From an optimization exercise on the open Yosys and OpenROAD flow, aimed at small area, a short achievable clock period and few clock cycles; shortcuts taken in it are not production practice.
The RTL was checked by simulation tests, not by an equivalence proof against the original design.
Power and IR drop assume default switching activity.

## config.mk

```make
export PLATFORM = sky130hd
export DESIGN_NAME = sorted_list_pool
export DESIGN_NICKNAME = sorted_list_pool
export VERILOG_FILES = /design/flow/design.v
export SDC_FILE = /design/flow/constraint.sdc
export NUM_CORES = 4
export LEC_CHECK = 0
export CAP_MARGIN = 20
export CORE_MARGIN = 2
export CORE_UTILIZATION = 30
export SETUP_SLACK_MARGIN = 5
export SLEW_MARGIN = 20
```

## constraint.sdc

```tcl
create_clock -name core_clock -period 8.0 [get_ports {clk_i}]
set_input_delay 1.6000 -clock core_clock [delete_from_list [all_inputs] [get_ports {clk_i}]]
set_output_delay 1.6000 -clock core_clock [all_outputs]
set_load 0.01 [all_outputs]
```

## run.sh

```bash
#!/bin/bash
# synth_recipe.tcl (not shown) runs the flow's synth.tcl, then flattens the netlist and writes it again
# the make line also repeats each setting of config.mk as NAME=value (left out here)
make -C /OpenROAD-flow-scripts/flow DESIGN_CONFIG=/design/flow/config.mk WORK_HOME=/design/flow/orfs CLKGATE_MAP_FILE= SYNTH_SCRIPT=/design/flow/synth_recipe.tcl finish
```

## design.v

```verilog
package slp_pkg;
  localparam logic [1:0] KIND_INSERT = 2'd0;
  localparam logic [1:0] KIND_DELETE = 2'd1;
  localparam logic [1:0] KIND_SHOW   = 2'd2;
  localparam logic [1:0] STATUS_DONE  = 2'd0;
  localparam logic [1:0] STATUS_FULL  = 2'd1;
  localparam logic [1:0] STATUS_EMPTY = 2'd2;
endpackage
module sorted_list_pool (
  input  logic        clk_i,
  input  logic        rst_ni,
  input  logic        start,
  input  logic [1:0]  in_kind,
  input  logic [31:0] in_value,
  output logic        busy,
  output logic        res_valid_o,
  output logic [1:0]  res_status,
  output logic [3:0]  res_slot,
  output logic [31:0] res_entry_value,
  output logic [4:0]  res_removed,
  output logic        res_last
);
  localparam int N = 16;
  function automatic logic sge(input logic [31:0] a, input logic [31:0] b);
    sge = $signed(a) >= $signed(b);
  endfunction
  function automatic logic [3:0] therm4(input logic [N-1:0] x);
    logic [3:0] t [2*N];
    for (int i = 0; i < N; i++) t[N+i] = {3'b000, x[i]};
    for (int i = N - 1; i >= 1; i--) begin
      for (int k = 0; k < 4; k++) begin
        t[i][k] = t[2*i][k] | t[2*i+1][k];
        for (int j = 0; j < k; j++) t[i][k] = t[i][k] | (t[2*i][j] & t[2*i+1][k-1-j]);
      end
    end
    therm4 = t[1];
  endfunction
  function automatic logic [2:0] popcnt4(input logic [3:0] x);
    popcnt4 = {2'b00, x[0]} + {2'b00, x[1]} + {2'b00, x[2]} + {2'b00, x[3]};
  endfunction
  logic          busy_q;
  logic          accept;
  assign accept = start && !busy_q;
  logic [N-1:0]  used_q;
  logic [31:0]   val_q [N];
  logic [N*N-1:0] m_q;              
  logic          a_vld_q;
  logic [1:0]    a_kind_q;
  logic [31:0]   a_val_q;
  logic [N-1:0]  ge_a, eq_a;
  for (genvar s = 0; s < N; s++) begin : g_cmp
    assign ge_a[s] = sge(val_q[s], a_val_q);
    assign eq_a[s] = (val_q[s] == a_val_q);
  end
  logic          b_vld_q;
  logic [1:0]    b_kind_q;
  logic [31:0]   b_val_q;
  logic [N-1:0]  ge_q, eq_q;        
  logic          byp_ge_q, byp_eq_q;
  logic [N-1:0]  wr_prev_q;         
  logic          shw_act_q;         
  logic [N-1:0]  rem_q;             
  logic is_ins, is_del, is_show, full, ins_ok;
  assign is_ins  = b_vld_q && (b_kind_q == slp_pkg::KIND_INSERT);
  assign is_del  = b_vld_q && (b_kind_q == slp_pkg::KIND_DELETE);
  assign is_show = (b_vld_q && (b_kind_q == slp_pkg::KIND_SHOW)) || shw_act_q;
  assign full    = &used_q;
  assign ins_ok  = is_ins && !full;
  logic [N-1:0]  ge, eq;
  assign ge = (ge_q & ~wr_prev_q) | ({N{byp_ge_q}} & wr_prev_q);
  assign eq = (eq_q & ~wr_prev_q) | ({N{byp_eq_q}} & wr_prev_q);
  logic [N-1:0]  fs_oh;
  assign fs_oh = ~used_q & (used_q + 16'd1);
  logic [N-1:0]  cur, sel;
  assign cur = shw_act_q ? rem_q : used_q;
  always_comb begin
    for (int s = 0; s < N; s++) begin
      sel[s] = cur[s];
      for (int t = 0; t < N; t++) begin
        if (t < s) begin
          if (cur[t] && m_q[t*N+s]) sel[s] = 1'b0;
        end else if (t > s) begin
          if (cur[t] && !m_q[s*N+t]) sel[s] = 1'b0;
        end
      end
    end
  end
  logic [3:0]    cur_th;
  assign cur_th = therm4(cur);
  logic [N-1:0]  del_mask, used_d;
  assign del_mask = used_q & eq;
  always_comb begin
    used_d = used_q;
    if (ins_ok)      used_d = used_q | fs_oh;
    else if (is_del) used_d = used_q & ~eq;
  end
  logic [3:0]    used_d_th;
  assign used_d_th = therm4(used_d);
  for (genvar s = 0; s < N; s++) begin : g_slot
    always_ff @(posedge clk_i) begin
      if (ins_ok && fs_oh[s]) val_q[s] <= b_val_q;
    end
  end
  always_ff @(posedge clk_i) begin
    for (int s = 0; s < N; s++) begin
      for (int t = s + 1; t < N; t++) begin
        if (ins_ok && fs_oh[s])      m_q[s*N+t] <= ge[t];
        else if (ins_ok && fs_oh[t]) m_q[s*N+t] <= ~ge[s];
      end
    end
  end
  logic          c_vld_q;
  logic [N-1:0]  c_oh_q;            
  logic [1:0]    c_status_q;
  logic          c_last_q;
  logic [2:0]    c_pc_q [4];              
  always_ff @(posedge clk_i or negedge rst_ni) begin
    if (!rst_ni) begin
      used_q    <= '0;
      a_vld_q   <= 1'b0;
      b_vld_q   <= 1'b0;
      shw_act_q <= 1'b0;
      busy_q    <= 1'b0;
      c_vld_q   <= 1'b0;
    end else begin
      used_q    <= used_d;
      a_vld_q   <= accept;
      b_vld_q   <= a_vld_q;
      shw_act_q <= is_show && cur_th[1];
      busy_q    <= (accept && (in_kind == slp_pkg::KIND_SHOW))
                || (a_vld_q && (a_kind_q == slp_pkg::KIND_SHOW) && used_d_th[2])
                || (is_show && cur_th[3]);
      c_vld_q   <= b_vld_q || shw_act_q;
    end
  end
  always_ff @(posedge clk_i) begin
    a_kind_q  <= in_kind;
    a_val_q   <= in_value;
    b_kind_q  <= a_kind_q;
    b_val_q   <= a_val_q;
    ge_q      <= ge_a;
    eq_q      <= eq_a;
    byp_ge_q  <= sge(b_val_q, a_val_q);
    byp_eq_q  <= (b_val_q == a_val_q);
    wr_prev_q <= ins_ok ? fs_oh : '0;
    rem_q     <= cur & ~sel;
    c_oh_q     <= '0;
    c_status_q <= slp_pkg::STATUS_DONE;
    c_last_q   <= 1'b1;
    for (int i = 0; i < 4; i++) c_pc_q[i] <= '0;
    if (is_ins) begin
      if (full) c_status_q <= slp_pkg::STATUS_FULL;
      else      c_oh_q     <= fs_oh;
    end else if (is_del) begin
      for (int i = 0; i < 4; i++) c_pc_q[i] <= popcnt4(del_mask[4*i +: 4]);
    end else if (is_show) begin
      if (!cur_th[0]) begin
        c_status_q <= slp_pkg::STATUS_EMPTY;
      end else begin
        c_oh_q   <= sel;
        c_last_q <= !cur_th[1];
      end
    end
  end
  logic [31:0]   c_val;
  logic [3:0]    c_slot;
  always_comb begin
    c_val  = '0;
    c_slot = '0;
    for (int s = 0; s < N; s++) begin
      c_val  = c_val  | (c_oh_q[s] ? val_q[s] : 32'd0);
      c_slot = c_slot | (c_oh_q[s] ? 4'(s) : 4'd0);
    end
  end
  logic        out_vld_q;
  logic [1:0]  out_status_q;
  logic [3:0]  out_slot_q;
  logic [31:0] out_val_q;
  logic [4:0]  out_rem_q;
  logic        out_last_q;
  always_ff @(posedge clk_i or negedge rst_ni) begin
    if (!rst_ni) begin
      out_vld_q <= 1'b0;
    end else begin
      out_vld_q <= c_vld_q;
    end
  end
  always_ff @(posedge clk_i) begin
    out_status_q <= c_status_q;
    out_last_q   <= c_last_q;
    out_slot_q   <= c_slot;
    out_val_q    <= c_val;
    out_rem_q    <= ({2'b00, c_pc_q[0]} + {2'b00, c_pc_q[1]})
                  + ({2'b00, c_pc_q[2]} + {2'b00, c_pc_q[3]});
  end
  assign busy            = busy_q;
  assign res_valid_o     = out_vld_q;
  assign res_status      = out_status_q;
  assign res_slot        = out_slot_q;
  assign res_entry_value = out_val_q;
  assign res_removed     = out_rem_q;
  assign res_last        = out_last_q;
endmodule
```

==> flow_metrics.tcl, run 1 <==
set metrics [dict create \
    synth_edf_count 632 \
    min_path_type "reg -> reg" \
    clkSlewWorstSetupHoldPaths_ns 0.07 \
    h-tree-depth 3 \
    synth_top_area_cell "edfxtp_1" \
    p_leak_uw 0.0213 \
    avgRoutedWirePerCell_microns 29.7 \
    period_needed_ns 3.04 \
    rsz0062_at_grt "true" \
    synthXorXnorAreaFrac 0.000197 \
    grt_pass1_vias 33667 \
    status "timing/DRC/antenna clean" \
    synth_common_cells "edfxtp_1 (632), ha_1 (556), nand2_1 (263)" \
    synth_compound_area_frac 0.163 \
    cts_hold_buf 0 \
    antenna_found_initial 4 \
    core_area_sq_mm 0.147 \
    top_level_ports 83 \
    drt_iter0_markers 4368 \
    grt_max_degree 35 \
    rows 141 \
    critical_path_class "reg -> reg" \
    grt_overflow 0 \
    synth_top_family_by_area "adder cells" \
    relSlewSlack 0.194 \
    drtPass1Iterations 6 \
    numCtsBuffers 94 \
    critPathLaunchType "register" \
    postRouteAntennaNets 0 \
    clock-root-buffer "clkbuf_16" \
    grt_pass1_wl_microns 247000 \
    synth_cell_types 78 \
    syn_to_final_growth_pct 19.3 \
    post-synth-top-area-fraction 0.427 \
    hold_violations 0 \
    place_hpwl_microns 120000 \
    maxSlewViolCount 0 \
    skew_ns 0.0457 \
    drt_wl_total_microns 177000 \
    initial_core_util 0.302 \
    tightest_slew_ns 1.21 \
    final_util 0.360 \
    drc 0 \
    mappedNetlistNets 4304 \
    cts_num_sinks 863 \
    grt_use_total 0.227 \
    vias_per_cell 5.87 \
    drive_above_1_share 0.151 \
    setup_viol_count_final 0 \
    clk_latency_ns 0.72 \
    required_ns 8.60 \
    ys.flop_type "edfxtp_1" \
    yosysMostFrequentCell "edfxtp_1" \
    ys_seq_area_frac 0.534 \
    max-clock-path-buffers 3 \
    clock.fmax_mhz 329 \
    fin_nets 4549 \
    drv_cap 0 \
    synth-seq-cells 863 \
    die_h_microns 389 \
    synth_area_leaders "edfxtp_1 (43%), ha_1 (16%), dfxtp_1 (9.4%), o21ai_0 (2.9%), a221oi_1 (2.8%)" \
    yosys_warnings 5 \
    syn_inst 3701 \
    syn_area_sq_mm 0.0444 \
    synth_fa_ha_area_frac 0.164 \
    setup-tns-final_ns 0 \
    whs_ns 0.325 \
    io_buffers 82 \
    crit_fanout 4 \
    max-vdd-ir-drop_v 0.000173 \
    power_density_mw_per_mm2 225 \
    die_w_microns 389 \
    critPathCaptureType "register" \
    die_area_sq_mm 0.151 \
    cp_data_arrival_time_ns 3.63 \
    ys_async_sr_fraction 0.0255 \
    avgSynthCellArea_sq_um 12.0 \
    finalCritPeriodShare 0.380 \
    routabilityCongestion 0.990 \
    yosys.area_share.simple 0.0966 \
    synth_mux_area_frac 0.0182 \
    vias 34997 \
    power_uw 11900 \
    cts_tree "done" \
]
-- placed cells by master (no fill, tap or decap), types with 132 or more instances in the layout --
cell type and count:
a21o_1 138, a21oi_1 161, a221oi_1 144, a22o_1 132, buf_4 195, dfxtp_1 180
edfxtp_1 632, ha_1 543, nand2_1 258, nand4_1 163, o21ai_0 247
-- repair_timing --
item,4_1_cts,5_1_grt
pin swaps,9,42
endpoints found under the hold margin,0,0
buffers inserted,101,49
endpoints found under the setup margin,461,472
gates resized for setup,150,117
gates cloned,1,2
-- path summary, 6_finish.rpt --
check	endpoint	depth (start not counted)	startpoint	slack [ns]
min in group asynchronous	used_q[15]$_DFF_PN0_	1	rst_ni	0.85
setup reg to reg	ge_q[1]$_DFF_P_	12	a_val_q[25]$_DFF_P_	4.96
setup / recovery	ge_q[1]$_DFF_P_	12	a_val_q[25]$_DFF_P_	4.96
hold / removal	out_status_q[0]$_DFF_P_	0	c_status_q[0]$_SDFF_PN0_	0.33
hold reg to reg	out_status_q[0]$_DFF_P_	0	c_status_q[0]$_SDFF_PN0_	0.33
max in group asynchronous	used_q[0]$_DFF_PN0_	1	rst_ni	6.72
-- kinds of logic (layout without fill, tap and decap cells) --
logic type | Yosys count | in the layout
compound gates | 1061 | 1061
flops | 863 | 863
simple gates | 846 | 847
fa+ha+maj | 578 | 578
buf+inv | 276 | 602
mux | 76 | 76
xor+xnor | 1 | 1
other cells | 0 | 1
-- worst max-delay path, stage by stage, from the launching register on --
cell and delay (ns):
dfxtp_4 0.38, buf_12 0.11, clkinvlp_4 0.14, buf_4 0.18, ha_1 0.30, nand4_1 0.33, nor2_4 0.30, nand2_4 0.09
nor4_4 0.38, nand2_2 0.13, o2111a_1 0.16, o21ai_2 0.07, mux2_4 0.35
-- sequential cells by signal, summed over array words and instances, names as in the netlist, 5 cells and up --
register and count:
out_val_q 32, ge_q 16, c_pc_q 12, wr_prev_q 16, out_rem_q 5, b_val_q 32
m_q 120, rem_q 16, a_val_q 32, val_q 512, c_oh_q 16, eq_q 16
used_q 16
-- stage by stage --
stage          area, sq um  setup slack, ns  std cells
4_1_cts              52000             4.71       5907
3_3_place_gp         47600             4.35       5627
2_1_floorplan        44400             5.15       3701
5_1_grt              53000             4.81       5958
3_5_place_dp         47700             4.33       5627
6_report             53000             4.96       5959
-- cell type report --
cell class	instances	area [sq um]
Timing Repair Buffer	311	2800
Multi-Input combinational cell	2563	20300
Sequential cell	863	23800
Clock buffer	136	2810
Timing Repair inverter	1	7.51
Tap cell	1930	2410
Clock inverter	42	348
Inverter	112	542
Fill cell	14265	94300
Antenna cell	1	2.50
-- power by group --
part | switching, uW | internal [uW]
logic | 1400 | 826
clock network | 1970 | 2530
registers | 199 | 5000
-- layer usage --
metal | track usage | part of all wire | vias up
met4 | 0.105 | 0.052 | 2
met1 | 0.299 | 0.40 | 17402
met5 | 0 | 0.000074 | -
met3 | 0.0488 | 0.099 | 440
met2 | 0.354 | 0.44 | 2114
li1 | - | - | 15039
Testbench counts, summed over its fixed seeds: cycles 8,461.
==> inputs of run 2 (changes only) <==
--- a/design.v
+++ b/design.v
@@ -38,10 +38,18 @@
   function automatic logic [2:0] popcnt4(input logic [3:0] x);
     popcnt4 = {2'b00, x[0]} + {2'b00, x[1]} + {2'b00, x[2]} + {2'b00, x[3]};
   endfunction
+  function automatic logic [N-1:0] low_free(input logic [N-1:0] used);
+    logic all_below;
+    all_below = 1'b1;
+    for (int i = 0; i < N; i++) begin
+      low_free[i] = ~used[i] & all_below;
+      all_below   = all_below & used[i];
+    end
+  endfunction
   logic          busy_q;
   logic          accept;
   assign accept = start && !busy_q;
-  logic [N-1:0]  used_q;
+  logic [N-1:0]  used_q, used_d;
   logic [31:0]   val_q [N];
   logic [N*N-1:0] m_q;              
   logic          a_vld_q;
@@ -52,60 +60,57 @@
     assign ge_a[s] = sge(val_q[s], a_val_q);
     assign eq_a[s] = (val_q[s] == a_val_q);
   end
+  logic [N-1:0]  a_wr;
+  assign a_wr = (a_vld_q && (a_kind_q == slp_pkg::KIND_INSERT)) ? low_free(used_d) : '0;
+  for (genvar s = 0; s < N; s++) begin : g_val
+    always_ff @(posedge clk_i) begin
+      if (a_wr[s]) val_q[s] <= a_val_q;
+    end
+  end
   logic          b_vld_q;
   logic [1:0]    b_kind_q;
-  logic [31:0]   b_val_q;
   logic [N-1:0]  ge_q, eq_q;        
-  logic          byp_ge_q, byp_eq_q;
-  logic [N-1:0]  wr_prev_q;         
   logic          shw_act_q;         
-  logic [N-1:0]  rem_q;             
+  logic [N-1:0]  cur_q;             
   logic is_ins, is_del, is_show, full, ins_ok;
   assign is_ins  = b_vld_q && (b_kind_q == slp_pkg::KIND_INSERT);
   assign is_del  = b_vld_q && (b_kind_q == slp_pkg::KIND_DELETE);
   assign is_show = (b_vld_q && (b_kind_q == slp_pkg::KIND_SHOW)) || shw_act_q;
   assign full    = &used_q;
   assign ins_ok  = is_ins && !full;
-  logic [N-1:0]  ge, eq;
-  assign ge = (ge_q & ~wr_prev_q) | ({N{byp_ge_q}} & wr_prev_q);
-  assign eq = (eq_q & ~wr_prev_q) | ({N{byp_eq_q}} & wr_prev_q);
   logic [N-1:0]  fs_oh;
-  assign fs_oh = ~used_q & (used_q + 16'd1);
-  logic [N-1:0]  cur, sel;
-  assign cur = shw_act_q ? rem_q : used_q;
+  assign fs_oh = low_free(used_q);
+  logic [N-1:0]  sel;
   always_comb begin
     for (int s = 0; s < N; s++) begin
-      sel[s] = cur[s];
+      sel[s] = cur_q[s];
       for (int t = 0; t < N; t++) begin
         if (t < s) begin
-          if (cur[t] && m_q[t*N+s]) sel[s] = 1'b0;
+          if (cur_q[t] && m_q[t*N+s]) sel[s] = 1'b0;
         end else if (t > s) begin
-          if (cur[t] && !m_q[s*N+t]) sel[s] = 1'b0;
+          if (cur_q[t] && !m_q[s*N+t]) sel[s] = 1'b0;
         end
       end
     end
   end
   logic [3:0]    cur_th;
-  assign cur_th = therm4(cur);
-  logic [N-1:0]  del_mask, used_d;
-  assign del_mask = used_q & eq;
+  assign cur_th = therm4(cur_q);
+  logic [N-1:0]  del_mask;
+  assign del_mask = used_q & eq_q;
   always_comb begin
     used_d = used_q;
     if (ins_ok)      used_d = used_q | fs_oh;
-    else if (is_del) used_d = used_q & ~eq;
+    else if (is_del) used_d = used_q & ~eq_q;
   end
   logic [3:0]    used_d_th;
   assign used_d_th = therm4(used_d);
-  for (genvar s = 0; s < N; s++) begin : g_slot
-    always_ff @(posedge clk_i) begin
-      if (ins_ok && fs_oh[s]) val_q[s] <= b_val_q;
-    end
-  end
+  logic          shw_more;          
+  assign shw_more = is_show && cur_th[1];
   always_ff @(posedge clk_i) begin
     for (int s = 0; s < N; s++) begin
       for (int t = s + 1; t < N; t++) begin
-        if (ins_ok && fs_oh[s])      m_q[s*N+t] <= ge[t];
-        else if (ins_ok && fs_oh[t]) m_q[s*N+t] <= ~ge[s];
+        if (ins_ok && fs_oh[s])      m_q[s*N+t] <= ge_q[t];
+        else if (ins_ok && fs_oh[t]) m_q[s*N+t] <= ~ge_q[s];
       end
     end
   end
@@ -113,10 +118,11 @@
   logic [N-1:0]  c_oh_q;            
   logic [1:0]    c_status_q;
   logic          c_last_q;
-  logic [2:0]    c_pc_q [4];              
+  logic [2:0]    c_pc_q [4];        
   always_ff @(posedge clk_i or negedge rst_ni) begin
     if (!rst_ni) begin
       used_q    <= '0;
+      cur_q     <= '0;
       a_vld_q   <= 1'b0;
       b_vld_q   <= 1'b0;
       shw_act_q <= 1'b0;
@@ -124,9 +130,10 @@
       c_vld_q   <= 1'b0;
     end else begin
       used_q    <= used_d;
+      cur_q     <= shw_more ? (cur_q & ~sel) : used_d;
       a_vld_q   <= accept;
       b_vld_q   <= a_vld_q;
-      shw_act_q <= is_show && cur_th[1];
+      shw_act_q <= shw_more;
       busy_q    <= (accept && (in_kind == slp_pkg::KIND_SHOW))
                 || (a_vld_q && (a_kind_q == slp_pkg::KIND_SHOW) && used_d_th[2])
                 || (is_show && cur_th[3]);
@@ -137,13 +144,8 @@
     a_kind_q  <= in_kind;
     a_val_q   <= in_value;
     b_kind_q  <= a_kind_q;
-    b_val_q   <= a_val_q;
     ge_q      <= ge_a;
     eq_q      <= eq_a;
-    byp_ge_q  <= sge(b_val_q, a_val_q);
-    byp_eq_q  <= (b_val_q == a_val_q);
-    wr_prev_q <= ins_ok ? fs_oh : '0;
-    rem_q     <= cur & ~sel;
     c_oh_q     <= '0;
     c_status_q <= slp_pkg::STATUS_DONE;
     c_last_q   <= 1'b1;
==> flow_metrics.tcl, run 2 <==
set metrics [dict create \
    synth_common_cells "edfxtp_1 (632), ha_1 (524), nand2_1 (310)" \
    relSlewSlack 0.303 \
    antenna_found_initial 2 \
    rows 138 \
    cp_top_family "simple AND/OR/NAND/NOR gates" \
    drt_iter0_markers 4363 \
    min-delay-start "c_last_q$_SDFF_PP1_" \
    vias 33755 \
    core_area_sq_mm 0.141 \
    drc 0 \
    post-synth-top-area-fraction 0.446 \
    ys_seq_area_frac 0.536 \
    startpoint "cur_q[8]$_DFF_PN0_" \
    critPathMaxStageDelay_ns 0.77 \
    die_w_microns 381 \
    placed_area_sq_mm 0.0458 \
    grt_overflow 0 \
    setup-tns-final_ns 0 \
    rsz0062_at_grt "true" \
    grt_max_degree 39 \
    grt_use_total 0.224 \
    synth_cell_types 73 \
    setup_viol_count_final 0 \
    drt_wl_total_microns 169000 \
    drtPass1Iterations 9 \
    critPathLaunchType "register" \
    avgRoutedWirePerCell_microns 29.3 \
    postRouteAntennaNets 0 \
    max-vdd-ir-drop_v 0.000234 \
    numCtsBuffers 92 \
    most-common-layout-cells "edfxtp_1 (632), ha_1 (522), nand2_1 (307), buf_4 (240), a21oi_1 (153)" \
    drive_above_1_share 0.163 \
    cp_data_arrival_time_ns 3.54 \
    critPathCaptureType "register" \
    avgSynthCellArea_sq_um 12.0 \
    io_buffers 82 \
    grt_pass1_vias 32599 \
    ys.flop_type "edfxtp_1" \
    synth_top_area_cell "edfxtp_1" \
    clock-root-buffer "clkbuf_16" \
    top_level_ports 83 \
    p_leak_uw 0.0205 \
    maxSlewViolCount 0 \
    syn_area_sq_mm 0.0425 \
    h-tree-depth 3 \
    whs_ns 0.328 \
    power_density_mw_per_mm2 224 \
    die_h_microns 381 \
    synth_edf_count 632 \
    setup_ws_ns 5.00 \
    clock.fmax_mhz 333 \
    vias_per_cell 5.85 \
    final_area_sq_mm 0.0515 \
    clkSlewWorstSetupHoldPaths_ns 0.05 \
    critical_path_class "reg -> reg" \
    worstPathCellList "inv_1 > a2bb2oi_1 > o221ai_1 > or3_1 > nor4_1 > o31ai_1" \
    power_uw 11600 \
    syn_inst 3535 \
    place_hpwl_microns 113000 \
    mappedNetlistNets 4106 \
    syn_to_final_growth_pct 21.1 \
    drv_cap 0 \
    routabilityCongestion 0.980 \
    tightest_slew_ns 1.04 \
    yosys_warnings 5 \
    cts_tree "done" \
    reg2reg_slack_ns 5.00 \
    initial_core_util 0.301 \
    grt_pass1_wl_microns 236000 \
    timing.rr.start "cur_q[8]$_DFF_PN0_" \
    min_path_type "reg -> reg" \
    crit_fanout 15 \
    required_ns 8.53 \
    fin_nets 4372 \
    finalCritPeriodShare 0.375 \
    cp_num_buf_inv 1 \
    clk_latency_ns 0.74 \
    status "timing/DRC/antenna clean" \
    synth_area_leaders "edfxtp_1 (45%), ha_1 (15%), dfxtp_1 (6.7%), a221oi_1 (3.0%), a22o_1 (2.8%)" \
    skew_ns 0.0519 \
    ys_async_sr_fraction 0.0467 \
    period_needed_ns 3.00 \
    synth-seq-cells 813 \
    hold_violations 0 \
    largest_register "val_q" \
    cts_num_sinks 813 \
    die_area_sq_mm 0.145 \
    dp_slack_ns 3.60 \
    top_regs "val_q: 512 flops, m_q: 120 flops" \
    cp_slowest_cell "nor4_1" \
    yosysMostFrequentCell "edfxtp_1" \
    largest_reg_flops 512 \
    max-clock-path-buffers 3 \
    final_common_cell "edfxtp_1" \
]
-- run 2: cell families (layout without fill, tap and decap cells) --
| logic type | after synthesis | after routing | synth area share |
|---|---|---|---|
| flip-flops | 813 | 813 | 0.536 |
| adder cells (fa/ha/maj) | 545 | 545 | 0.161 |
| AND/OR/NAND/NOR | 840 | 842 | 0.0994 |
| other | 0 | 1 | 0 |
| buffers and inverters | 281 | 625 | 0.0252 |
| multiplexers | 6 | 6 | 0.00141 |
| XOR/XNOR | 3 | 3 | 0.000618 |
| AO/OA/AOI/OAI | 1047 | 1047 | 0.176 |
-- run 2: worst paths after layout --
kind / end / cells after the start
hold reg to reg: out_last_q$_DFF_P_ / 0
hold / removal: out_last_q$_DFF_P_ / 0
setup reg to reg: cur_q[3]$_DFF_PN0_ / 6
max in group asynchronous: used_q[3]$_DFF_PN0_ / 1
setup / recovery: cur_q[3]$_DFF_PN0_ / 6
min in group asynchronous: used_q[9]$_DFF_PN0_ / 1
-- run 2: metrics by stage --
stage	util	std cells
6_report	0.365	5772
5_1_grt	0.365	5771
4_1_cts	0.360	5730
3_5_place_dp	0.324	5394
3_3_place_gp	0.324	5394
2_1_floorplan	-	3535
-- run 2: what timing repair did --
item                                    4_1_cts  5_1_grt
gates resized for setup                     248       87
endpoints found under the setup margin      656      323
gates cloned                                  4        2
hold buffers                                  0        0
pin swaps                                    31       36
setup buffers                               158       39
-- run 2: per-layer routing --
metal	vias up	GRT usage	share of wire
li1	14452	-	-
met1	16904	0.303	0.41
met2	2015	0.350	0.44
met3	384	0.0462	0.10
met4	0	0.0898	0.048
met5	-	0	0
-- run 2: worst register-to-register path, cell delays in order, from the launching register on --
cell       delay, ns
dfrtp_1         0.62
inv_1           0.61
a2bb2oi_1       0.24
o221ai_1        0.11
or3_1           0.33
nor4_1          0.77
o31ai_1         0.17
-- run 2: area by class of cell --
type                    instances  area, sq um
clock inverters                54          602
fillers                     13606        89600
flip-flops and latches        813        22900
clock buffers                 120         2500
inverters                     107          514
multi-input cells            2443        19600
repair buffers                344         2960
diodes                          1         2.50
well taps                    1890         2360
-- run 2: report_power, final --
group	switching (uW)	total, uW	internal (uW)
clock	1920	4380	2460
combinational	1360	2190	824
sequential	226	4980	4760
Testbench counts of run 2, summed over its fixed seeds: cycles 8,461.
==> inputs of run 3 (changes only) <==
--- a/config.mk
+++ b/config.mk
@@ -7,6 +7,6 @@
 export LEC_CHECK = 0
 export CAP_MARGIN = 20
 export CORE_MARGIN = 2
-export CORE_UTILIZATION = 30
+export CORE_UTILIZATION = 50
 export SETUP_SLACK_MARGIN = 5
 export SLEW_MARGIN = 20
==> flow_metrics.tcl, run 3 <==
set metrics [dict create \
    status "timing/DRC/antenna clean" \
    drt_iter0_markers 4653 \
    synth_area_leaders "edfxtp_1 (45%), ha_1 (15%), dfxtp_1 (6.7%), a221oi_1 (3.0%), a22o_1 (2.8%)" \
    setup-tns-final_ns 0 \
    drc 0 \
    rsz0062_at_grt "true" \
    synth-seq-cells 813 \
    reg2reg_slack_ns 4.89 \
    switching_power_uw 3420 \
    pwr-share-seq 0.431 \
    required_ns 8.51 \
    syn_inst 3535 \
    synth_edf_count 632 \
    top_level_ports 83 \
    routabilityCongestion 1.01 \
    final_area_sq_mm 0.0508 \
    most-common-layout-cells "edfxtp_1 (632), ha_1 (520), nand2_1 (307), buf_4 (229)" \
    cts_tree "done" \
    vias 34666 \
    max-clock-path-buffers 3 \
    numCtsBuffers 89 \
    yosys.area_share.simple 0.0994 \
    drive_above_1_share 0.163 \
    drt_wl_total_microns 176000 \
    mappedNetlistNets 4106 \
    place_hpwl_microns 115000 \
    finalCritPeriodShare 0.388 \
    largest_register "val_q" \
    setup_viol_count_final 0 \
    timing.rr.start "cur_q[8]$_DFF_PN0_" \
    critPathLaunchType "register" \
    skew_ns 0.0315 \
    top_regs "val_q: 512 flops, m_q: 120 flops" \
    drtPass1Iterations 6 \
    ys_seq_area_frac 0.536 \
    synth_mux_area_frac 0.00141 \
    die_area_sq_mm 0.0874 \
    ys_async_sr_fraction 0.0467 \
    synth_top_area_cell "edfxtp_1" \
    placed_area_sq_mm 0.0448 \
    avgSynthCellArea_sq_um 12.0 \
    avgRoutedWirePerCell_microns 35.2 \
    grt_max_degree 39 \
    r2r_cells 5 \
    h-tree-depth 3 \
    fin_nets 4376 \
    busiest_layer "met2" \
    p_leak_uw 0.0206 \
    ys.flop_type "edfxtp_1" \
    hold_violations 0 \
    drv_cap 0 \
    relSlewSlack 0.220 \
    max-vdd-ir-drop_v 0.000199 \
    grt_pass1_vias 33858 \
    clock.fmax_mhz 322 \
    met2_usage 0.622 \
    yosysMostFrequentCell "edfxtp_1" \
    clk_latency_ns 0.69 \
    crit_fanout 15 \
    grt_pass1_wl_microns 244000 \
    critical_path_class "reg -> reg" \
    cp_data_arrival_time_ns 3.62 \
    reg2reg_to "cur_q[7]$_DFF_PN0_" \
    rows 106 \
    min_path_type "reg -> reg" \
    syn_area_sq_mm 0.0425 \
    synth_fa_ha_area_frac 0.161 \
    syn_to_final_growth_pct 19.4 \
    synth_common_cells "edfxtp_1 (632), ha_1 (524), nand2_1 (310)" \
    io_buffers 82 \
    p_int_uw 8150 \
    initial_core_util 0.507 \
    grt_use_total 0.397 \
    p_clk_frac 0.377 \
    period_needed_ns 3.11 \
    maxSlewViolCount 0 \
    synthXorXnorAreaFrac 0.000618 \
    power.share.combinational 0.193 \
    final_common_cell "edfxtp_1" \
    post-synth-top-area-fraction 0.446 \
    startpoint "cur_q[8]$_DFF_PN0_" \
    clock-root-buffer "clkbuf_16" \
    synth_top_family_by_area "compound AO/OA/AOI/OAI gates" \
    cts_hold_buf 0 \
    tightest_slew_ns 1.16 \
    p_sw_frac 0.296 \
    largest_reg_flops 512 \
    use_met3 0.0700 \
    synth_cell_types 73 \
    power_density_mw_per_mm2 228 \
    min-delay-start "c_status_q[1]$_SDFF_PP0_" \
    grt_overflow 0 \
    met1_usage 0.514 \
    vias_per_cell 6.91 \
    core_area_sq_mm 0.0840 \
    die_h_microns 296 \
    yosys_warnings 5 \
    die_w_microns 296 \
    min_to "out_status_q[1]$_DFF_P_" \
    critPathCaptureType "register" \
    postRouteAntennaNets 0 \
    whs_path_depth 0 \
    antenna_found_initial 2 \
    cts_num_sinks 813 \
    clkSlewWorstSetupHoldPaths_ns 0.06 \
    synth_compound_area_frac 0.176 \
]
==> run 3: cell counts after synthesis <==
Identical to the previous run, type by type.
==> run 3: worst max-delay path by stage <==
| stage | end | cells after the start |
|---|---|---|
| after global routing | val_q[13][4]$_DFFE_PP_ | 12 |
| final | cur_q[7]$_DFF_PN0_ | 5 |
| after CTS | val_q[13][4]$_DFFE_PP_ | 12 |
| after global placement | ge_q[5]$_DFF_P_ | 11 |
| after floorplan | val_q[15][0]$_DFFE_PP_ | 10 |
| after detailed placement | val_q[15][17]$_DFFE_PP_ | 10 |
==> run 3: final cells by class <==
class | instances | area [sq um]
Timing Repair Buffer | 350 | 3250
Clock inverter | 40 | 543
Antenna cell | 1 | 2.50
Sequential cell | 813 | 22900
Inverter | 107 | 514
Multi-Input combinational cell | 2444 | 19600
Tap cell | 1134 | 1420
Fill cell | 6696 | 33200
Clock buffer | 128 | 2520
==> run 3: critical path, stage by stage (launching register included) <==
cell	delay, ns
dfrtp_1	0.68
inv_1	0.65
a2bb2oi_1	0.28
o221ai_1	0.17
nor4_1	0.98
o31ai_1	0.17
==> run 3: timing repair <==
item / CTS / global route
pin swaps: 27 / 44
buffers inserted: 143 / 51
hold endpoints to repair: 0 / 0
gates resized for setup: 242 / 87
setup endpoints to repair: 646 / 369
gates cloned: 9 / 6
==> run 3: cells by family after synthesis <==
group	after synthesis
AOI/OAI and AO/OA	1047
xor gates and xnor gates	3
adders and majority gates	545
buffers and inverters	281
DFF	813
muxes	6
and+or+nand+nor	840
==> run 3: power by group through the flow <==
stage               clock [uW]  sequential, uW  combinational [uW]
finish                    4360            4980                2230
floorplan                    0            4960                1190
detailed placement           0            5070                1960
global placement             0            5070                1950
global route              4530            4990                2330
CTS                       4380            4980                2070
==> run 3: layer usage <==
metal | share of wire | up-vias | wire length [microns]
met2 | 0.44 | 2503 | 78100
met4 | 0.077 | 2 | 13600
met3 | 0.10 | 626 | 18400
met1 | 0.38 | 17047 | 66300
li1 | - | 14488 | -
met5 | 0.000057 | - | 10
==> run 3: stage by stage <==
step	hold WS (ns)	utilization	instances	setup slack, ns	total power [uW]
detailed placement	0.313	0.534	4639	3.76	7040
global route	0.334	0.605	5016	4.84	11900
CTS	0.326	0.594	4959	4.89	11400
global placement	0.312	0.534	4638	3.83	7020
finish	0.328	0.605	5017	4.89	11600
floorplan	0.310	-	3535	4.31	6150
==> inputs of run 4 (changes only) <==
--- a/config.mk
+++ b/config.mk
@@ -7,6 +7,7 @@
 export LEC_CHECK = 0
 export CAP_MARGIN = 20
 export CORE_MARGIN = 2
-export CORE_UTILIZATION = 50
+export CORE_UTILIZATION = 30
 export SETUP_SLACK_MARGIN = 5
 export SLEW_MARGIN = 20
+export TNS_END_PERCENT = 10
==> flow_metrics.tcl, run 4 <==
set metrics [dict create \
    placed_cells 5391 \
    critical_path_class "reg -> out" \
    clock.fmax_mhz 313 \
    syn_area_sq_mm 0.0425 \
    grt_use_total 0.223 \
    whs_ns 0.329 \
    top_regs "val_q: 512 flops, m_q: 120 flops" \
    critPathMaxStageDelay_ns 0.55 \
    finalCritPeriodShare 0.400 \
    ys_async_sr_fraction 0.0467 \
    setup-tns-final_ns 0 \
    critPathCaptureType "output pin" \
    final_util 0.364 \
    drt_iter0_markers 4296 \
    grt_overflow 0 \
    whs_path_depth 0 \
    max-clock-path-buffers 3 \
    cp_top_family "buffers and inverters" \
    die_h_microns 381 \
    hold_violations 0 \
    numCtsBuffers 91 \
    vias 33697 \
    antenna_found_initial 4 \
    synth_area_leaders "edfxtp_1 (45%), ha_1 (15%), dfxtp_1 (6.7%), a221oi_1 (3.0%), a22o_1 (2.8%)" \
    synth_common_cells "edfxtp_1 (632), ha_1 (524), nand2_1 (310)" \
    cp_data_arrival_time_ns 1.60 \
    avgRoutedWirePerCell_microns 29.1 \
    initial_core_util 0.301 \
    reg2reg_slack_ns 4.87 \
    clkSlewWorstSetupHoldPaths_ns 0.06 \
    io_buffers 82 \
    drv_cap 0 \
    required_ns 6.40 \
    synth_top_area_cell "edfxtp_1" \
    max-vdd-ir-drop_v 0.000164 \
    relSlewSlack 0.196 \
    cp_slowest_cell "clkdlybuf4s50_1" \
    period_needed_ns 3.20 \
    die_area_sq_mm 0.145 \
    place_hpwl_microns 112000 \
    grt_pass1_wl_microns 235000 \
    crit_fanout 1 \
    yosysMostFrequentCell "edfxtp_1" \
    rows 138 \
    routabilityCongestion 0.993 \
    postRouteAntennaNets 0 \
    clk_latency_ns 0.74 \
    ys_seq_area_frac 0.536 \
    fin_nets 4358 \
    instances_no_fill 5756 \
    cts_hold_buf 0 \
    vias_per_cell 5.85 \
    mappedNetlistNets 4106 \
    synth_cell_types 73 \
    critPathLaunchType "register" \
    tightest_slew_ns 1.19 \
    crit_cells 1 \
    min_to "out_status_q[0]$_DFF_P_" \
    yosys_warnings 5 \
    reg2reg_to "val_q[3][27]$_DFFE_PP_" \
    synth_edf_count 632 \
    post-synth-top-area-fraction 0.446 \
    ys.flop_type "edfxtp_1" \
    drtPass1Iterations 6 \
    timing.rr.start "used_q[3]$_DFF_PN0_" \
    min_path_type "reg -> reg" \
    synth-seq-cells 813 \
    r2r_cells 8 \
    status "timing/DRC/antenna clean" \
    cp_num_buf_inv 1 \
    min-delay-start "c_status_q[0]$_SDFF_PN0_" \
    core_area_sq_mm 0.141 \
    avgSynthCellArea_sq_um 12.0 \
    grt_max_degree 39 \
    p_leak_uw 0.0203 \
    power_uw 11500 \
    setup_viol_count_final 0 \
    rsz0062_at_grt "true" \
    largest_register "val_q" \
    drt_wl_total_microns 167000 \
    power_density_mw_per_mm2 224 \
    drc 0 \
    final_common_cell "edfxtp_1" \
    die_w_microns 381 \
    syn_to_final_growth_pct 20.6 \
    worstPathCellList "clkdlybuf4s50_1" \
    drive_above_1_share 0.160 \
    skew_ns 0.0523 \
    most-common-layout-cells "edfxtp_1 (632), ha_1 (517), nand2_1 (307), buf_4 (232), nand4_1 (151)" \
    syn_inst 3535 \
    maxSlewViolCount 0 \
    cts_tree "done" \
    grt_pass1_vias 32007 \
    clock-root-buffer "clkbuf_16" \
    top_level_ports 83 \
    cts_num_sinks 813 \
    largest_reg_flops 512 \
    h-tree-depth 3 \
]
## run 4: cell type report
type                    instances  area, sq um
fillers                     13709        89800
flip-flops and latches        813        22900
multi-input cells            2443        19600
repair buffers                331         2850
clock buffers                 129         2520
well taps                    1890         2360
inverters                     107          518
clock inverters                42          510
diodes                          1         2.50
## run 4: cells by family (layout without fill, tap and decap cells)
logic type	Yosys count	after routing	synth area share
AO/OA/AOI/OAI	1047	1048	0.176
AND/OR/NAND/NOR	840	841	0.0994
flip-flops	813	813	0.536
adder cells (fa/ha/maj)	545	545	0.161
buffers and inverters	281	609	0.0252
multiplexers	6	6	0.00141
XOR/XNOR	3	3	0.000618
other	0	1	0
## run 4: routing by layer
metal	routed length [microns]	global-route usage
met5	27	0
met4	9190	0.0975
met3	16200	0.0409
met2	73400	0.344
met1	68600	0.304
## run 4: worst max path at each step
stage	from	endpoint	slack [ns]
CTS	out_val_q[20]$_DFF_P_	res_entry_value[20]	4.73
detailed placement	a_val_q[31]$_DFF_P_	ge_q[5]$_DFF_P_	3.38
global placement	a_val_q[31]$_DFF_P_	ge_q[5]$_DFF_P_	3.43
floorplan	b_kind_q[1]$_DFF_P_	val_q[15][0]$_DFFE_PP_	4.31
global route	out_val_q[26]$_DFF_P_	res_entry_value[26]	4.73
finish	out_val_q[27]$_DFF_P_	res_entry_value[27]	4.80
## run 4: power breakdown
part / leakage [uW] / internal, uW / total [uW] / switching (uW)
Sequential: 0.00734 / 4760 / 4980 / 228
Combinational: 0.0115 / 842 / 2200 / 1360
Clock: 0.00148 / 2450 / 4330 / 1880
Total: 0.0203 / 8050 / 11500 / 3470
## run 4: timing repair
item / in CTS / in global routing
gates cloned: 2 / 2
buffers inserted: 114 / 75
pin swaps: 18 / 51
gates resized for setup: 132 / 135
endpoints found under the setup margin: 665 / 433
## run 4: through the flow
step / setup WS (ns) / area [sq um]
after floorplan: 4.31 / 42700
after global placement: 3.43 / 45700
after detailed placement: 3.38 / 45700
after CTS: 4.73 / 50200
after global routing: 4.73 / 51300
final: 4.80 / 51300
==> inputs of run 5 (changes only) <==
--- a/config.mk
+++ b/config.mk
@@ -8,6 +8,7 @@
 export CAP_MARGIN = 20
 export CORE_MARGIN = 2
 export CORE_UTILIZATION = 30
+export CTS_CLUSTER_DIAMETER = 133
+export CTS_CLUSTER_SIZE = 24
 export SETUP_SLACK_MARGIN = 5
 export SLEW_MARGIN = 20
-export TNS_END_PERCENT = 10
==> flow_metrics.tcl, run 5 <==
set metrics [dict create \
    drc 0 \
    crit_fanout 4 \
    rows 138 \
    setup_viol_count_final 0 \
    postRouteAntennaNets 0 \
    ys_seq_area_frac 0.536 \
    drt_wl_total_microns 166000 \
    synth_common_cells "edfxtp_1 (632), ha_1 (524), nand2_1 (310)" \
    max-clock-path-buffers 3 \
    synth_edf_count 632 \
    cp_slowest_cell "or3_4" \
    use_met3 0.0334 \
    critPathMaxStageDelay_ns 0.44 \
    synth_area_leaders "edfxtp_1 (45%), ha_1 (15%), dfxtp_1 (6.7%), a221oi_1 (3.0%), a22o_1 (2.8%)" \
    die_w_microns 381 \
    yosysMostFrequentCell "edfxtp_1" \
    busiest_layer "met2" \
    cts_num_sinks 813 \
    finalCritPeriodShare 0.380 \
    p_leak_uw 0.0196 \
    die_h_microns 381 \
    grt_use_total 0.221 \
    io_buffers 82 \
    grt_max_degree 39 \
    clock-root-buffer "clkbuf_16" \
    worstPathCellList "clkinvlp_4 > ha_2 > nand4_1 > nor2_2 > nand3_1 > or3_4 > nor2_2 > and3_2 > inv_1 > nor4_4 > buf_4 > nand2b_1" \
    r2r_cells 12 \
    drtPass1Iterations 6 \
    vias_per_cell 5.91 \
    top_level_ports 83 \
    met1_usage 0.304 \
    whs_path_depth 0 \
    grt_overflow 0 \
    setup-tns-final_ns 0 \
    grt_pass1_vias 31797 \
    clock.fmax_mhz 329 \
    power_density_mw_per_mm2 194 \
    syn_inst 3535 \
    routabilityCongestion 0.980 \
    maxSlewViolCount 0 \
    max-vdd-ir-drop_v 0.000153 \
    syn_area_sq_mm 0.0425 \
    period_needed_ns 3.04 \
    vias 33477 \
    rsz0062_at_grt "true" \
    ys_async_sr_fraction 0.0467 \
    antenna_found_initial 3 \
    yosys_warnings 5 \
    core_area_sq_mm 0.141 \
    ys.flop_type "edfxtp_1" \
    fin_nets 4310 \
    syn_to_final_growth_pct 16.4 \
    numCtsBuffers 40 \
    avgRoutedWirePerCell_microns 29.4 \
    required_ns 8.58 \
    avgSynthCellArea_sq_um 12.0 \
    cpMostUsedCell "nor2_2" \
    post-synth-top-area-fraction 0.446 \
    cp_data_arrival_time_ns 3.62 \
    instances_no_fill 5662 \
    synth-seq-cells 813 \
    placed_cells 5394 \
    drv_cap 0 \
    status "timing/DRC/antenna clean" \
    most-common-layout-cells "edfxtp_1 (632), ha_1 (520), nand2_1 (307), buf_4 (228), nand4_1 (151)" \
    drive_above_1_share 0.140 \
    mappedNetlistNets 4106 \
    critical_path_class "reg -> reg" \
    relSlewSlack 0.300 \
    place_hpwl_microns 113000 \
    skew_ns 0.0689 \
    clk_latency_ns 0.68 \
    final_common_cell "edfxtp_1" \
    hold_violations 0 \
    tightest_slew_ns 1.04 \
    initial_core_util 0.301 \
    grt_pass1_wl_microns 233000 \
    h-tree-depth 2 \
    largest_register "val_q" \
    cts_tree "done" \
    min_path_type "reg -> reg" \
    clkSlewWorstSetupHoldPaths_ns 0.10 \
    synth_top_area_cell "edfxtp_1" \
    top_regs "val_q: 512 flops, m_q: 120 flops" \
    critPathLaunchType "register" \
    met2_usage 0.348 \
    critPathCaptureType "register" \
    drt_iter0_markers 4307 \
    synth_cell_types 73 \
    die_area_sq_mm 0.145 \
    largest_reg_flops 512 \
]
==> run 5: cell counts after synthesis <==
No cell type changed its count.
==> run 5: where the power goes <==
part	internal (uW)	switching, uW
combinational	818	1360
sequential	4750	228
clock	974	1470
total	6540	3060
==> run 5: final timing paths <==
check	endpoint	start	slack, ns
min in group asynchronous	out_vld_q$_DFF_PN0_	rst_ni	1.09
setup reg to reg	ge_q[5]$_DFF_P_	a_val_q[31]$_DFF_P_	4.96
max in group asynchronous	cur_q[4]$_DFF_PN0_	rst_ni	6.24
hold / removal	out_status_q[0]$_DFF_P_	c_status_q[0]$_SDFF_PN0_	0.34
hold reg to reg	out_status_q[0]$_DFF_P_	c_status_q[0]$_SDFF_PN0_	0.34
setup / recovery	ge_q[5]$_DFF_P_	a_val_q[31]$_DFF_P_	4.96
==> run 5: per-stage QoR <==
stage / hold slack [ns] / worst slack, ns / power, uW / area [sq um] / util
after floorplan: 0.310 / 4.31 / 6150 / 42700 / -
after global placement: 0.314 / 3.67 / 7040 / 45800 / 0.324
after detailed placement: 0.320 / 3.60 / 7050 / 45800 / 0.324
after CTS: 0.349 / 4.88 / 9520 / 48800 / 0.346
after global routing: 0.357 / 4.89 / 9900 / 49500 / 0.351
final: 0.342 / 4.96 / 9600 / 49500 / 0.351
==> run 5: timing repair <==
item / in CTS / in global routing
hold endpoints to repair: 0 / 0
buffers inserted: 142 / 46
gates resized for setup: 247 / 81
hold buffers: 0 / 0
pin swaps: 24 / 41
gates cloned: 3 / 2
endpoints found under the setup margin: 665 / 404
==> run 5: area by class of cell <==
| cell class | count | area (sq um) |
|---|---|---|
| clock inverters | 7 | 82.6 |
| clock buffers | 67 | 1100 |
| multi-input cells | 2443 | 19600 |
| well taps | 1890 | 2360 |
| repair buffers | 334 | 2850 |
| flip-flops and latches | 813 | 22900 |
| inverters | 107 | 514 |
| diodes | 1 | 2.50 |
| fillers | 13797 | 91600 |
==> run 5: cells by family (layout without fill, tap and decap cells) <==
logic type	after synthesis	in the layout	synth area share
AOI/OAI and AO/OA	1047	1047	0.176
xor gates and xnor gates	3	3	0.000618
adders and majority gates	545	545	0.161
buffers and inverters	281	515	0.0252
DFF	813	813	0.536
muxes	6	6	0.00141
other	0	1	0
and+or+nand+nor	840	842	0.0994
==> run 5: per-layer routing <==
metal | wire length, microns | vias up | part of all wire
li1 | - | 14282 | -
met1 | 68200 | 16820 | 0.41
met2 | 74400 | 2032 | 0.45
met3 | 16500 | 339 | 0.099
met4 | 7370 | 4 | 0.044
met5 | 25 | - | 0.00015
==> run 5: worst max-delay path, delay by kind of cell, from the launching register on <==
family                     cells  cell delay [ns]
buffers and inverters          3             0.46
DFF                            1             0.39
adders and majority gates      1             0.41
and+or+nand+nor                8             1.67
==> inputs of run 6 (changes only) <==
--- a/config.mk
+++ b/config.mk
@@ -7,7 +7,7 @@
 export LEC_CHECK = 0
 export CAP_MARGIN = 20
 export CORE_MARGIN = 2
-export CORE_UTILIZATION = 30
+export CORE_UTILIZATION = 45
 export CTS_CLUSTER_DIAMETER = 133
 export CTS_CLUSTER_SIZE = 24
 export SETUP_SLACK_MARGIN = 5
==> flow_metrics.tcl, run 6 <==
set metrics [dict create \
    status "timing/DRC/antenna clean" \
    synth_cell_types 73 \
    p_clk_frac 0.251 \
    rows 112 \
    die_h_microns 311 \
    h-tree-depth 2 \
    place_hpwl_microns 109000 \
    critPathLaunchType "register" \
    max-vdd-ir-drop_v 0.000231 \
    vias 33432 \
    startpoint "b_vld_q$_DFF_PN0_" \
    yosysMostFrequentCell "edfxtp_1" \
    antenna_cells 0 \
    drt_iter0_markers 4566 \
    die_area_sq_mm 0.0970 \
    avgSynthCellArea_sq_um 12.0 \
    r2r_cells 12 \
    instances_no_fill 5044 \
    clock.fmax_mhz 325 \
    reg2reg_slack_ns 4.93 \
    drtPass1Iterations 6 \
    rsz0062_at_grt "true" \
    fin_nets 4331 \
    ys.flop_type "edfxtp_1" \
    cp_data_arrival_time_ns 3.42 \
    io_buffers 82 \
    clkSlewWorstSetupHoldPaths_ns 0.11 \
    grt_pass1_wl_microns 231000 \
    cpMostUsedCell "buf_12" \
    die_w_microns 311 \
    power.share.combinational 0.223 \
    power_uw 9500 \
    drv_cap 0 \
    cts_tree "done" \
    post-synth-top-area-fraction 0.446 \
    largest_register "val_q" \
    grt_use_total 0.329 \
    synth-seq-cells 813 \
    period_needed_ns 3.07 \
    p_int_uw 6540 \
    mappedNetlistNets 4106 \
    synth_area_leaders "edfxtp_1 (45%), ha_1 (15%), dfxtp_1 (6.7%), a221oi_1 (3.0%), a22o_1 (2.8%)" \
    routabilityCongestion 0.997 \
    pwr-share-seq 0.526 \
    min_path_type "reg -> reg" \
    postRouteAntennaNets 0 \
    max-clock-path-buffers 3 \
    synth_top_area_cell "edfxtp_1" \
    ys_async_sr_fraction 0.0467 \
    critical_path_class "reg -> reg" \
    cts_num_sinks 813 \
    initial_core_util 0.455 \
    setup_viol_count_final 0 \
    drc 0 \
    top_regs "val_q: 512 flops, m_q: 120 flops" \
    syn_area_sq_mm 0.0425 \
    critPathCaptureType "register" \
    skew_ns 0.0358 \
    antenna_found_initial 5 \
    finalCritPeriodShare 0.384 \
    syn_to_final_growth_pct 15.2 \
    min-delay-start "c_status_q[1]$_SDFF_PP0_" \
    drive_above_1_share 0.143 \
    avgRoutedWirePerCell_microns 33.0 \
    syn_inst 3535 \
    worstPathCellList "or3b_4 > or3_4 > buf_4 > o2bb2ai_4 > nand2_2 > nor2_4 > nand3_4 > buf_6 > nor3_4 > buf_12 > buf_12 > buf_12" \
    largest_reg_flops 512 \
    whs_ns 0.337 \
    grt_pass1_vias 31771 \
    clk_latency_ns 0.65 \
    crit_end "val_q[14][26]$_DFFE_PP_" \
    crit_fanout 8 \
    grt_overflow 0 \
    switching_power_uw 2960 \
    core_area_sq_mm 0.0935 \
    tightest_slew_ns 1.14 \
    yosys_warnings 5 \
    vias_per_cell 6.63 \
    clock-root-buffer "clkbuf_16" \
    ys_seq_area_frac 0.536 \
    most-common-layout-cells "edfxtp_1 (632), ha_1 (519), nand2_1 (308), buf_4 (235)" \
    numCtsBuffers 39 \
    critPathMaxStageDelay_ns 0.46 \
    drt_wl_total_microns 166000 \
    placed_cells 4756 \
    grt_max_degree 39 \
    synth_common_cells "edfxtp_1 (632), ha_1 (524), nand2_1 (310)" \
    power_density_mw_per_mm2 194 \
    maxSlewViolCount 0 \
    synth_edf_count 632 \
    hold_violations 0 \
    final_common_cell "edfxtp_1" \
    cts_hold_buf 0 \
    reg2reg_to "val_q[14][26]$_DFFE_PP_" \
    p_sw_frac 0.312 \
    timing.rr.start "b_vld_q$_DFF_PN0_" \
    relSlewSlack 0.233 \
    setup-tns-final_ns 0 \
    top_level_ports 83 \
    cp_slowest_cell "or3b_4" \
    required_ns 8.35 \
    p_leak_uw 0.0196 \
]
==> run 6: cell counts after synthesis <==
No cell type changed its count.
==> run 6: power groups by stage <==
stage | Clock [uW] | Combinational (uW) | Sequential (uW)
floorplan | 0 | 1190 | 4960
global placement | 0 | 1890 | 5100
detailed placement | 0 | 1890 | 5100
CTS | 2400 | 1980 | 5000
global route | 2550 | 2250 | 5010
finish | 2380 | 2120 | 5000
==> run 6: cell type report <==
class	instances	area, sq um
sequential	813	22900
clock inverter	1	5.00
timing repair buffer	357	3250
tap	1254	1570
fill	8137	44500
inverter	107	510
clock buffer	70	1130
multi-input combinational	2442	19600
==> run 6: metrics by stage <==
| step | util | cell area [sq um] | setup slack [ns] |
|---|---|---|---|
| finish | 0.524 | 49000 | 4.93 |
| global placement | 0.481 | 44900 | 3.76 |
| CTS | 0.513 | 47900 | 4.94 |
| detailed placement | 0.481 | 44900 | 3.71 |
| global route | 0.524 | 49000 | 4.84 |
| floorplan | - | 42700 | 4.31 |
==> run 6: kinds of logic (layout without fill, tap and decap cells) <==
kind of cell	count (synthesis)	count (layout)	synth area share
AO/OA/AOI/OAI	1047	1047	0.176
AND/OR/NAND/NOR	840	841	0.0994
flip-flops	813	813	0.536
adder cells (fa/ha/maj)	545	545	0.161
buffers and inverters	281	535	0.0252
multiplexers	6	6	0.00141
XOR/XNOR	3	3	0.000618
==> run 6: worst min-delay path by stage <==
stage,to,cells past startpoint
2_1_floorplan,out_last_q$_DFF_P_,0
3_3_place_gp,out_status_q[1]$_DFF_P_,0
3_5_place_dp,out_status_q[0]$_DFF_P_,0
4_1_cts,out_status_q[0]$_DFF_P_,0
5_1_grt,out_last_q$_DFF_P_,0
6_report,out_status_q[1]$_DFF_P_,0
==> run 6: per-layer routing <==
layer  routed length, microns  global-route usage  up-vias  part of all wire
met5                        0                   0        -                 0
met4                     8730               0.147        0             0.052
met3                    16900              0.0525      350              0.10
met2                    74000               0.514     2109              0.44
met1                    66900               0.453    16637              0.40
li1                         -                   -    14336                 -
==> run 6: worst max-delay path: cells and delay by family (launching register included) <==
kind	cells	cell delay (ns)
buffers and inverters	5	0.78
flip-flops	1	0.43
AO/OA/AOI/OAI	1	0.14
AND/OR/NAND/NOR	6	1.44
==> run 6: what timing repair did <==
item / 4_1_cts / 5_1_grt
setup endpoints to repair: 619 / 444
resized for setup: 231 / 94
setup buffers: 155 / 48
gates cloned: 3 / 11
pin swaps: 18 / 42
==> inputs of run 7 (changes only) <==
--- a/config.mk
+++ b/config.mk
@@ -10,5 +10,6 @@
 export CORE_UTILIZATION = 45
 export CTS_CLUSTER_DIAMETER = 133
 export CTS_CLUSTER_SIZE = 24
+export PLACE_DENSITY = 0.75
 export SETUP_SLACK_MARGIN = 5
 export SLEW_MARGIN = 20
==> flow_metrics.tcl, run 7 <==
set metrics [dict create \
    status "timing/DRC/antenna clean" \
    instances_no_fill 4991 \
    grt_max_degree 39 \
    relSlewSlack 0.311 \
    largest_reg_flops 512 \
    crit_fanout 5 \
    fillCellCount 8131 \
    clock-root-buffer "clkbuf_16" \
    syn_area_sq_mm 0.0425 \
    die_area_sq_mm 0.0970 \
    ys.flop_type "edfxtp_1" \
    dp_slack_ns 3.51 \
    power_density_mw_per_mm2 196 \
    power_uw 9460 \
    multi_input_area_sq_mm 0.0196 \
    rows 112 \
    vias 33622 \
    critical_path_class "reg -> reg" \
    top_regs "val_q: 512 flops, m_q: 120 flops" \
    final_util 0.517 \
    placed_cells 4750 \
    synth_common_cells "edfxtp_1 (632), ha_1 (524), nand2_1 (310)" \
    p_leak_uw 0.0193 \
    setup_ws_ns 4.92 \
    required_ns 8.51 \
    routabilityCongestion 0.992 \
    cp_data_arrival_time_ns 3.59 \
    hold_violations 0 \
    cp_slowest_cell "or3_1" \
    vias_per_cell 6.74 \
    fin_nets 4278 \
    clk_latency_ns 0.65 \
    most-common-layout-cells "edfxtp_1 (632), ha_1 (521), nand2_1 (306), buf_4 (205), nand4_1 (151)" \
    yosysMostFrequentCell "edfxtp_1" \
    critPathLaunchType "register" \
    postRouteAntennaNets 0 \
    tightest_slew_ns 1.02 \
    critPathCaptureType "register" \
    clkSlewWorstSetupHoldPaths_ns 0.10 \
    synth_area_leaders "edfxtp_1 (45%), ha_1 (15%), dfxtp_1 (6.7%), a221oi_1 (3.0%), a22o_1 (2.8%)" \
    grt_overflow 0 \
    setup-tns-final_ns 0 \
    ys_async_sr_fraction 0.0467 \
    drt_wl_total_microns 157000 \
    grt_pass1_wl_microns 222000 \
    maxSlewViolCount 0 \
    drtPass1Iterations 6 \
    cp_num_buf_inv 2 \
    top_level_ports 83 \
    core_area_sq_mm 0.0935 \
    clock.fmax_mhz 325 \
    syn_to_final_growth_pct 13.7 \
    antenna_cells 0 \
    synth_edf_count 632 \
    min_path_type "reg -> reg" \
    antenna_found_initial 4 \
    cp_top_family "compound AO/OA/AOI/OAI gates" \
    mappedNetlistNets 4106 \
    grt_use_total 0.312 \
    io_buffers 82 \
    cts_tree "done" \
    drive_above_1_share 0.131 \
    critPathMaxStageDelay_ns 0.39 \
    avgRoutedWirePerCell_microns 31.4 \
    drt_iter0_markers 4662 \
    synth_cell_types 73 \
    regArea_sq_mm 0.0229 \
    cts_num_sinks 813 \
    setup_viol_count_final 0 \
    yosys_warnings 5 \
    finalCritPeriodShare 0.385 \
    synth_top_area_cell "edfxtp_1" \
    numCtsBuffers 39 \
    skew_ns 0.0535 \
    syn_inst 3535 \
    final_common_cell "edfxtp_1" \
    grt_pass1_vias 32134 \
    die_h_microns 311 \
    worstPathCellList "clkinvlp_4 > buf_4 > ha_1 > a21o_1 > a21o_1 > a21oi_1 > o21ai_0 > nand3_1 > a211oi_2 > or3_1 > a211oi_2 > mux2i_2" \
    max-vdd-ir-drop_v 0.000211 \
    place_hpwl_microns 104000 \
    initial_core_util 0.455 \
    drc 0 \
    synth-seq-cells 813 \
    h-tree-depth 2 \
    die_w_microns 311 \
    ys_seq_area_frac 0.536 \
    drv_cap 0 \
    post-synth-top-area-fraction 0.446 \
    period_needed_ns 3.08 \
    avgSynthCellArea_sq_um 12.0 \
    largest_register "val_q" \
    rsz0062_at_grt "true" \
    max-clock-path-buffers 3 \
]
[run 7: cell types whose count changed in the layout (fill, tap and decap cells not counted), sizes merged]
cell and change:
buf -48, clkbuf -9, clkinvlp +2, a41o +1
clkdlybuf4s50 +1, clkinv +1, dlymetal6s2s -1, inv -1
or2 +1
[run 7: stage by stage]
stage / area (sq um) / hold WS, ns
floorplan: 42700 / 0.310
detailed placement: 44900 / 0.315
finish: 48400 / 0.336
global route: 48400 / 0.345
CTS: 47700 / 0.339
global placement: 44900 / 0.313
[run 7: kinds of logic after synthesis]
family	after synthesis	share of synthesized area
AO/OA/AOI/OAI	1047	0.176
AND/OR/NAND/NOR	840	0.0994
buffers and inverters	281	0.0252
flip-flops	813	0.536
adder cells (fa/ha/maj)	545	0.161
XOR/XNOR	3	0.000618
multiplexers	6	0.00141
[run 7: power breakdown]
group	leakage (uW)	internal [uW]	switching, uW
registers	0.00734	4750	243
clock network	0.000539	959	1400
logic	0.0114	815	1310
[run 7: metal layers]
| layer | track usage | vias up | wire length [microns] |
|---|---|---|---|
| li1 | - | 14213 | - |
| met5 | 0 | - | 47 |
| met4 | 0.174 | 8 | 10100 |
| met3 | 0.0608 | 532 | 18500 |
| met1 | 0.419 | 16346 | 59300 |
| met2 | 0.476 | 2523 | 68800 |
[run 7: worst paths after layout]
| kind | endpoint | startpoint | slack (ns) | cells after the start |
|---|---|---|---|---|
| setup / recovery | ge_q[8]$_DFF_P_ | a_val_q[17]$_DFF_P_ | 4.92 | 12 |
| hold / removal | out_status_q[0]$_DFF_P_ | c_status_q[0]$_SDFF_PN0_ | 0.34 | 0 |
| setup reg to reg | ge_q[8]$_DFF_P_ | a_val_q[17]$_DFF_P_ | 4.92 | 12 |
| hold reg to reg | out_status_q[0]$_DFF_P_ | c_status_q[0]$_SDFF_PN0_ | 0.34 | 0 |
| max in group asynchronous | used_q[8]$_DFF_PN0_ | rst_ni | 6.24 | 1 |
| min in group asynchronous | used_q[5]$_DFF_PN0_ | rst_ni | 1.12 | 1 |
[run 7: cell type report]
type | instances | share of cell area
flip-flops and latches | 813 | 0.474
clock buffers | 68 | 0.0229
well taps | 1254 | 0.0324
clock inverters | 3 | 0.000595
repair buffers | 302 | 0.0530
inverters | 107 | 0.0107
multi-input cells | 2444 | 0.406
[run 7: what timing repair did]
item                       in CTS  in global routing
pin swaps                      23                 38
gates resized for setup       225                 89
setup buffers                 133                 31
hold buffers                    0                  0
setup endpoints to repair     667                273
cloned                          2                  4
[run 7: worst register-to-register path: stages, from the launching register on]
cell and delay (ns):
dfxtp_4 0.38, clkinvlp_4 0.14, buf_4 0.19, ha_1 0.31, a21o_1 0.16, a21o_1 0.18, a21oi_1 0.22, o21ai_0 0.14
nand3_1 0.16, a211oi_2 0.16, or3_1 0.39, a211oi_2 0.21, mux2i_2 0.31
==> inputs of run 8 (changes only) <==
--- a/config.mk
+++ b/config.mk
@@ -9,7 +9,6 @@
 export CORE_MARGIN = 2
 export CORE_UTILIZATION = 45
 export CTS_CLUSTER_DIAMETER = 133
-export CTS_CLUSTER_SIZE = 24
-export PLACE_DENSITY = 0.75
+export CTS_CLUSTER_SIZE = 20
 export SETUP_SLACK_MARGIN = 5
 export SLEW_MARGIN = 20
==> flow_metrics.tcl, run 8 <==
set metrics [dict create \
    grt_overflow 0 \
    routabilityCongestion 0.997 \
    cp_data_arrival_time_ns 3.57 \
    ys.flop_type "edfxtp_1" \
    synth_area_leaders "edfxtp_1 (45%), ha_1 (15%), dfxtp_1 (6.7%), a221oi_1 (3.0%), a22o_1 (2.8%)" \
    setup_viol_count_final 0 \
    drtPass1Iterations 6 \
    avgRoutedWirePerCell_microns 32.7 \
    required_ns 8.56 \
    finalCritPeriodShare 0.376 \
    synth-seq-cells 813 \
    min_to "out_status_q[1]$_DFF_P_" \
    min-delay-start "c_status_q[1]$_SDFF_PP0_" \
    grt_max_degree 39 \
    antenna_found_initial 3 \
    numCtsBuffers 46 \
    mappedNetlistNets 4106 \
    avgSynthCellArea_sq_um 12.0 \
    critical_path_class "reg -> reg" \
    clk_latency_ns 0.66 \
    worstPathCellList "clkinvlp_4 > buf_4 > buf_4 > ha_1 > nand4_1 > nor4_1 > buf_4 > nand2_1 > nor3_4 > nor2_1 > mux2i_1" \
    dp_slack_ns 3.71 \
    setup_ws_ns 4.99 \
    cts_num_sinks 813 \
    tightest_slew_ns 1.15 \
    grt_pass1_wl_microns 230000 \
    grt_pass1_vias 31809 \
    most-common-layout-cells "edfxtp_1 (632), ha_1 (516), nand2_1 (307), buf_4 (231), nand4_1 (151)" \
    r2r_cells 11 \
    power_density_mw_per_mm2 198 \
    top_regs "val_q: 512 flops, m_q: 120 flops" \
    drt_wl_total_microns 165000 \
    p_leak_uw 0.0196 \
    cts_hold_buf 0 \
    syn_inst 3535 \
    die_h_microns 311 \
    die_area_sq_mm 0.0970 \
    yosysMostFrequentCell "edfxtp_1" \
    drt_iter0_markers 4377 \
    initial_core_util 0.455 \
    placed_cells 4756 \
    h-tree-depth 2 \
    synth_common_cells "edfxtp_1 (632), ha_1 (524), nand2_1 (310)" \
    syn_area_sq_mm 0.0425 \
    relSlewSlack 0.224 \
    reg2reg_slack_ns 4.99 \
    synth_edf_count 632 \
    drv_cap 0 \
    skew_ns 0.0395 \
    status "timing/DRC/antenna clean" \
    core_area_sq_mm 0.0935 \
    cp_num_buf_inv 4 \
    synth_top_area_cell "edfxtp_1" \
    post-synth-top-area-fraction 0.446 \
    max-vdd-ir-drop_v 0.000234 \
    critPathLaunchType "register" \
    critPathCaptureType "register" \
    place_hpwl_microns 109000 \
    synth_cell_types 73 \
    postRouteAntennaNets 0 \
    timing.rr.start "a_val_q[30]$_DFF_P_" \
    reg2reg_to "ge_q[8]$_DFF_P_" \
    syn_to_final_growth_pct 15.0 \
    drc 0 \
    clkSlewWorstSetupHoldPaths_ns 0.09 \
    drive_above_1_share 0.142 \
    vias 33349 \
    setup-tns-final_ns 0 \
    rsz0062_at_grt "true" \
    fillCellCount 8153 \
    cts_tree "done" \
]
## run 8: cell types whose count changed in the layout (fill, tap and decap cells not counted), sizes merged
cell | before | now
clkinv | 3 | 1
clkinvlp | 31 | 30
buf | 219 | 252
inv | 76 | 78
diode | 0 | 2
a41o | 2 | 1
clkbuf | 70 | 86
## run 8: metal layers
metal,up-vias,track usage,share of wire
li1,14329,-,-
met1,16491,0.448,0.40
met2,2130,0.512,0.44
met3,397,0.0576,0.097
met4,2,0.152,0.057
met5,-,0,0.000079
## run 8: worst max-delay path by stage
stage | start | to | slack, ns | cells past startpoint
floorplan | b_kind_q[1]$_DFF_P_ | val_q[15][0]$_DFFE_PP_ | 4.31 | 10
global placement | b_vld_q$_DFF_PN0_ | val_q[11][13]$_DFFE_PP_ | 3.76 | 10
detailed placement | b_vld_q$_DFF_PN0_ | val_q[11][18]$_DFFE_PP_ | 3.71 | 10
CTS | used_q[4]$_DFF_PN0_ | val_q[15][24]$_DFFE_PP_ | 4.95 | 13
global route | in_kind[1] | busy_q$_DFF_PN0_ | 4.90 | 10
finish | a_val_q[30]$_DFF_P_ | ge_q[8]$_DFF_P_ | 4.99 | 11
## run 8: layout make-up
cell class,instances,area (sq um),share of cell area
clock buffer,83,1310,0.0268
tap,1254,1570,0.0321
clock inverter,2,17.5,0.000358
multi-input combinational,2443,19700,0.402
antenna,2,5.00,0.000102
sequential,813,22900,0.469
inverter,107,514,0.0105
timing repair buffer,336,2910,0.0594
## run 8: cells by family (layout without fill, tap and decap cells)
logic type / Yosys count / in the layout / share of synthesized area
AO/OA/AOI/OAI: 1047 / 1047 / 0.176
buffers and inverters: 281 / 528 / 0.0252
AND/OR/NAND/NOR: 840 / 842 / 0.0994
adder cells (fa/ha/maj): 545 / 545 / 0.161
flip-flops: 813 / 813 / 0.536
multiplexers: 6 / 6 / 0.00141
XOR/XNOR: 3 / 3 / 0.000618
other: 0 / 2 / 0
## run 8: where the power goes
part           switching [uW]  internal [uW]  leakage [uW]
Sequential                250           4750       0.00734
Combinational            1310            816        0.0116
Clock                    1450           1120      0.000631
## run 8: stage by stage
stage	total power, uW	util	cell area, sq um
after CTS	9570	0.515	48200
after detailed placement	6990	0.481	44900
final	9690	0.523	48900
after floorplan	6150	-	42700
after global routing	9990	0.523	48900
after global placement	6990	0.481	44900
## run 8: what timing repair did
action	CTS	global route
setup buffers	153	36
pin swaps	24	49
resized for setup	243	86
gates cloned	2	6
endpoints found under the setup margin	618	445

Check on run 8: ideal ports give 4.988 ns setup slack; a clkbuf_16 on the clock port and buf_2 on the inputs give 4.988 ns; moving port delays by the midpoint clock arrival (0.706 ns) as well gives 4.393 ns.
